This design comes from an exercise in tuning for small area and a short achievable clock period on the open sky130 flow, not from production work.
The RTL was checked by simulation tests, not by an equivalence proof against the original design.

==> v32 <==
==> flow/design.v <==
module md_unit (
  input  logic        clk,
  input  logic        reset,
  input  logic        start,
  input  logic [2:0]  op,
  input  logic [31:0] a,
  input  logic [31:0] b,
  input  logic        mthi,
  input  logic        mtlo,
  output logic        busy,
  output logic        done,
  output logic [31:0] hi,
  output logic [31:0] lo
);
  localparam int RW = 35;   
  function automatic logic [RW-1:0] add_row(input logic [RW-1:0] x, input logic [RW-1:0] y,
                                            input logic c);
    logic [RW-1:0] g, p, gg, pp;
    logic [RW-1:0] s;
    g = x & y;
    p = x ^ y;
    gg = g;
    pp = p;
    gg[0] = g[0] | (p[0] & c);
    for (int d = 1; d < RW; d = d * 2)
      for (int i = 2 * d - 1; i < RW; i = i + 2 * d) begin
        gg[i] = gg[i] | (pp[i] & gg[i-d]);
        pp[i] = pp[i] & pp[i-d];
      end
    for (int d = 16; d >= 1; d = d / 2)
      for (int i = 3 * d - 1; i < RW; i = i + 2 * d) begin
        gg[i] = gg[i] | (pp[i] & gg[i-d]);
        pp[i] = pp[i] & pp[i-d];
      end
    s[0] = p[0] ^ c;
    for (int i = 1; i < RW; i++) s[i] = p[i] ^ gg[i-1];
    add_row = s;
  endfunction
  logic        busy_q, done_q;
  logic [3:0]  cnt_q;
  logic [2:0]  op_q;
  logic        a31_q;
  logic        bprev_q;
  logic [31:0] b_q;      
  logic [33:0] ph_q;     
  logic [31:0] pl_q;     
  logic [31:0] hi_q, lo_q;
  logic div_q, last_q, busy_o;
  logic o0_q, t0_q, n0_q;    
  wire is_div  = div_q;
  wire sgn     = ~op_q[0];
  wire is_acc  = op_q[2];
  wire is_sub  = op_q[2] & op_q[1];
  wire last    = last_q;
  wire first_d = div_q & (cnt_q == 4'd10);
  wire fin_d   = div_q & (cnt_q == 4'd2);
  wire a_neg   = sgn & a31_q;
  wire b_neg   = sgn & b_q[31];
  wire b_zero  = (b_q == 32'd0);
  wire         neg_en = is_div & ((first_d & a_neg) | (last & (a_neg ^ b_neg) & ~b_zero));
  logic [31:0] neg_out;
  always_comb begin
    logic t;
    t = 1'b0;
    for (int i = 0; i < 32; i++) begin
      neg_out[i] = pl_q[i] ^ t;
      t = t | (neg_en & pl_q[i]);
    end
  end
  wire [33:0] mc    = {{2{sgn & b_q[31]}}, b_q};            
  wire [7:0]  chunk = last ? {8{sgn & a31_q}} : pl_q[7:0];
  wire [8:0]  xb    = {chunk, bprev_q};
  wire        inv_r = last & div_q & a_neg;
  wire        acc_h = last & ~div_q & is_acc;
  wire [RW-1:0] x0  = {ph_q[33], ph_q};
  wire        rneg  = ph_q[33];
  logic [RW-1:0] xr [4];
  logic [RW-1:0] sr [4];
  logic [RW-1:0] y [4];
  logic [3:0]    cy;
  logic [3:0]    ge;
  always_comb begin
    xr[0] = x0;
    for (int k = 0; k < 4; k++) begin
      logic n, o, t, rn;
      rn = (k == 0) ? rneg : sr[k-1][RW-1];
      n = xb[2*k+2];
      o = xb[2*k+1] ^ xb[2*k];
      t = (xb[2*k+2] & ~xb[2*k+1] & ~xb[2*k]) | (~xb[2*k+2] & xb[2*k+1] & xb[2*k]);
      if (k == 0) begin
        o = o0_q;
        t = t0_q;
        n = n0_q;
      end else if (is_div) begin
        t = 1'b0;
        if (last) begin
          o = (k == 0) & rneg;
          n = (k == 0) & (b_neg ^ inv_r);
        end else begin
          o = 1'b1;
          n = ~rn ^ b_neg;
        end
      end else begin
        n = n ^ is_sub;
        if (k == 1 && last) n = 1'b0;
      end
      y[k] = ({RW{o}} & {mc[33], mc}) | ({RW{t}} & {mc, 1'b0});
      if (k == 1) y[k] = y[k] | ({RW{acc_h}} & {2'd0, hi_q, 1'b0});
      y[k] = y[k] ^ {RW{n}};
      cy[k] = n | ((k == 1) & inv_r);
      sr[k] = add_row(xr[k], y[k], cy[k]);
      ge[k] = ~sr[k][RW-1];
      if (k < 3) begin
        if (is_div || last)
          xr[k+1] = {sr[k][RW-2:0], (k == 0 && last) ? inv_r : pl_q[31-k]};
        else
          xr[k+1] = {{2{sr[k][RW-1]}}, sr[k][RW-1:2]};
      end
    end
  end
  logic o0_d, t0_d, n0_d;
  always_comb begin
    logic p1, p0, pm, sx, sub_in;
    sub_in = op[2] & op[1];
    sx     = sgn & a31_q;
    p1     = 1'b0;
    p0     = 1'b0;
    pm     = 1'b0;
    if (!busy_q) begin
      o0_d = a[0];
      t0_d = a[1] & ~a[0];
      n0_d = a[1] ^ sub_in;
    end else if (div_q) begin
      t0_d = 1'b0;
      if (cnt_q == 4'd10) begin
        o0_d = 1'b1;
        n0_d = ~b_neg;
      end else if (cnt_q == 4'd2) begin
        o0_d = sr[3][33];
        n0_d = b_neg ^ a_neg;
      end else begin
        o0_d = 1'b1;
        n0_d = ~sr[3][32] ^ b_neg;
      end
    end else begin
      if (cnt_q == 4'd2) begin
        p1 = sx;
        p0 = sx;
      end else begin
        p1 = pl_q[9];
        p0 = pl_q[8];
      end
      pm   = pl_q[7];
      o0_d = p0 ^ pm;
      t0_d = (p1 & ~p0 & ~pm) | (~p1 & p0 & pm);
      n0_d = p1 ^ is_sub;
    end
  end
  always_ff @(posedge clk) begin
    o0_q    <= o0_d;
    t0_q    <= t0_d;
    n0_q    <= n0_d;
    last_q  <= busy_q & (cnt_q == 4'd2);
    if (!busy_q) begin
      div_q   <= (op[2:1] == 2'b01);
      op_q    <= op;
      cnt_q   <= (op[2:1] == 2'b01) ? 4'd10 : 4'd5;
      a31_q   <= a[31];
      bprev_q <= 1'b0;
      b_q     <= b;
      ph_q    <= {2'b00, lo_q & {32{op[2]}}};    
      pl_q    <= a;
    end else begin
      cnt_q <= cnt_q - 4'd1;
      if (is_div) begin
        if (first_d) begin
          ph_q <= {33'd0, neg_out[31]};
          pl_q <= {neg_out[30:0], 1'b0};
        end else begin
          ph_q <= fin_d ? (sr[3][33:0] ^ {34{a_neg}}) : {sr[3][32:0], pl_q[28]};
          pl_q <= {pl_q[27:0], ge[0], ge[1], ge[2], ge[3]};
        end
      end else begin
        ph_q    <= {sr[3][RW-1], sr[3][RW-1:2]};
        pl_q    <= {sr[3][1:0], sr[2][1:0], sr[1][1:0], sr[0][1:0], pl_q[31:8]};
        bprev_q <= pl_q[7];
      end
    end
  end
  always_ff @(posedge clk or negedge reset) begin
    if (!reset) begin
      busy_q <= 1'b0;
      busy_o <= 1'b0;
      done_q <= 1'b0;
      hi_q   <= '0;
      lo_q   <= '0;
    end else begin
      done_q <= busy_q & last;
      if (!busy_q) begin
        busy_q <= start;
        busy_o <= start;
        if (!start) begin
          if (mthi) hi_q <= a;
          if (mtlo) lo_q <= a;
        end
      end else if (last) begin
        busy_q <= 1'b0;
        busy_o <= 1'b0;
        hi_q   <= sr[1][32:1];
        lo_q   <= neg_out;
      end
    end
  end
  assign busy = busy_o;
  assign done = done_q;
  assign hi   = hi_q;
  assign lo   = lo_q;
endmodule
==> flow/flow/run.sh <==
#!/bin/bash
# Standard ORFS layout (the standard.sh) with three changes to how it is built:
#  - port buffers start as the smallest buffer (repair resizes them where timing needs it);
#  - clock tree synthesis without dummy balancing loads, with the default clock buffers;
#  - timing repair aims for setup slack beyond zero at the design's clock period
#    (over-fixing only; the clock period and constraints are the design's).
# Each tool's output stays in ORFS's own per-step logs under orfs/logs; make's output is in
# standard.log.
set -euo pipefail
export SETUP_SLACK_MARGIN=62.7
export BUFFER_PORTS_ARGS="-buffer_cell sky130_fd_sc_hd__buf_1"
export CTS_ARGS="-sink_clustering_enable -repair_clock_nets -dont_use_dummy_load"
bash standard.sh > standard.log 2>&1
==> flow/standard.sh <==
#!/bin/bash
# synth_recipe.tcl (not shown) runs the flow's synth.tcl, then flattens the netlist and writes it again
# the make line also repeats each setting of config.mk as NAME=value (left out here)
make -C /OpenROAD-flow-scripts/flow DESIGN_CONFIG=/design/flow/config.mk WORK_HOME=/design/flow/orfs CLKGATE_MAP_FILE= SYNTH_SCRIPT=/design/flow/synth_recipe.tcl "${@:-finish}"
==> flow/config.mk <==
export PLATFORM = sky130hd
export DESIGN_NAME = md_unit
export DESIGN_NICKNAME = md_unit
export VERILOG_FILES = /design/flow/design.v
export SDC_FILE = /design/flow/constraint.sdc
export NUM_CORES = 4
export LEC_CHECK = 0
export ABC_AREA = 1
export CAP_MARGIN = 10
export CORE_MARGIN = 2
export CORE_UTILIZATION = 40
export SLEW_MARGIN = 10
==> flow/constraint.sdc <==
create_clock -name core_clock -period 80.0 [get_ports {clk}]
set_input_delay 16.0000 -clock core_clock [delete_from_list [all_inputs] [get_ports {clk}]]
set_output_delay 16.0000 -clock core_clock [all_outputs]
set_load 0.01 [all_outputs]
==> v13: changes against v32 <==
--- a/flow/design.v
+++ b/flow/design.v
@@ -47,3 +47,3 @@
   logic [31:0] hi_q, lo_q;
-  logic div_q, last_q, busy_o;
+  logic div_q, last_q, first_q, fin_q, inv_q, acch_q, busy_o;
   logic o0_q, t0_q, n0_q;    
@@ -54,4 +54,4 @@
   wire last    = last_q;
-  wire first_d = div_q & (cnt_q == 4'd10);
-  wire fin_d   = div_q & (cnt_q == 4'd2);
+  wire first_d = first_q & div_q;
+  wire fin_d   = fin_q;
   wire a_neg   = sgn & a31_q;
@@ -62,7 +62,7 @@
   always_comb begin
-    logic t;
-    t = 1'b0;
+    logic seen;
+    seen = 1'b0;
     for (int i = 0; i < 32; i++) begin
-      neg_out[i] = pl_q[i] ^ t;
-      t = t | (neg_en & pl_q[i]);
+      neg_out[i] = pl_q[i] ^ (neg_en & seen);
+      seen = seen | pl_q[i];
     end
@@ -72,4 +72,4 @@
   wire [8:0]  xb    = {chunk, bprev_q};
-  wire        inv_r = last & div_q & a_neg;
-  wire        acc_h = last & ~div_q & is_acc;
+  wire        inv_r = inv_q;
+  wire        acc_h = acch_q;
   wire [RW-1:0] x0  = {ph_q[33], ph_q};
@@ -134,3 +134,3 @@
       t0_d = 1'b0;
-      if (cnt_q == 4'd10) begin
+      if (first_q) begin
         o0_d = 1'b1;
@@ -163,2 +163,6 @@
     last_q  <= busy_q & (cnt_q == 4'd2);
+    fin_q   <= busy_q & div_q & (cnt_q == 4'd3);
+    inv_q   <= busy_q & div_q & (cnt_q == 4'd2) & a_neg;
+    acch_q  <= busy_q & ~div_q & (cnt_q == 4'd2) & is_acc;
+    first_q <= ~busy_q;
     if (!busy_q) begin
Settings changed: CAP_MARGIN 10 to 20, CORE_UTILIZATION 40 to 60, SLEW_MARGIN 10 to 20.
==> notes.md <==
- v32 went through all stages and came out clean. v13 completed with no timing, DRC or antenna violations.
- In v32 the utilization is lower than in v13, by 20 points.
- Against v32, the register-to-register slack of v13 is better by 0.33 ns.
- Maximum frequency is about the same in v32 and v13.
- Against v32, the wire length of v13 is lower by 6.4%.
- Sequential cell count: v32 is lower than v13 (4).
==> figures <==
Status: v32 finished clean; v13 finished clean
Worst reg-to-reg path cell count: v32 83; v13 82
Number of distinct library cell variants in the gate-level netlist after synthesis: v32 53; v13 56
Netlist Area Pre-Place: v32 18000 um^2; v13 18400 um^2
Arrival time at the worst endpoint: v32 1.27 ns; v13 1.24 ns
Synthesized-area fraction occupied by and/or/nand/nor cells: v32 0.161; v13 0.168
Ratio of layout area to synthesized area: v32 1.086x; v13 1.066x
Post-synth net total: v32 2684; v13 2740
End point of the critical path: v32 lo[11]; v13 lo[6]
Global-route wire length before repair: v32 106 mm; v13 101 mm
Sequential cell area: v32 4270 um^2; v13 4350 um^2
Sequential share of cell area: v32 0.218; v13 0.222

==> re-timing with driven ports <==
The flow's constraints put no driver on any port. The routed layouts listed below were extracted and timed again, unchanged, in two steps. Step 1 assumes that a clkbuf_16 drives the clock port and a buf_2 every other input. Step 2 moves the port delays by t, midway between the first and last clock arrival at a register: inputs arrive t later, outputs are due t later. That takes back most of the time a late clock gives input paths. Three values: ideal ports, drivers, drivers and shift; two values: the first two.
run	t (ns)	setup WS [ns]	worst hold slack (ns)	worst setup path at the end	slew at the worst register clock pin (ns)
v32	0.530	62.733 / 62.673 / 62.345	0.474 / 0.474 / 0.474	input to register	0.08 / 0.08
v13	0.515	62.756 / 62.703 / 62.498	0.484 / 0.484 / 0.484	input to register	0.08 / 0.08
After both steps every run listed still meets setup and hold. For v32, which loses most, drivers alone change the setup slack by -0.060 ns; drivers and shift together by -0.388 ns.
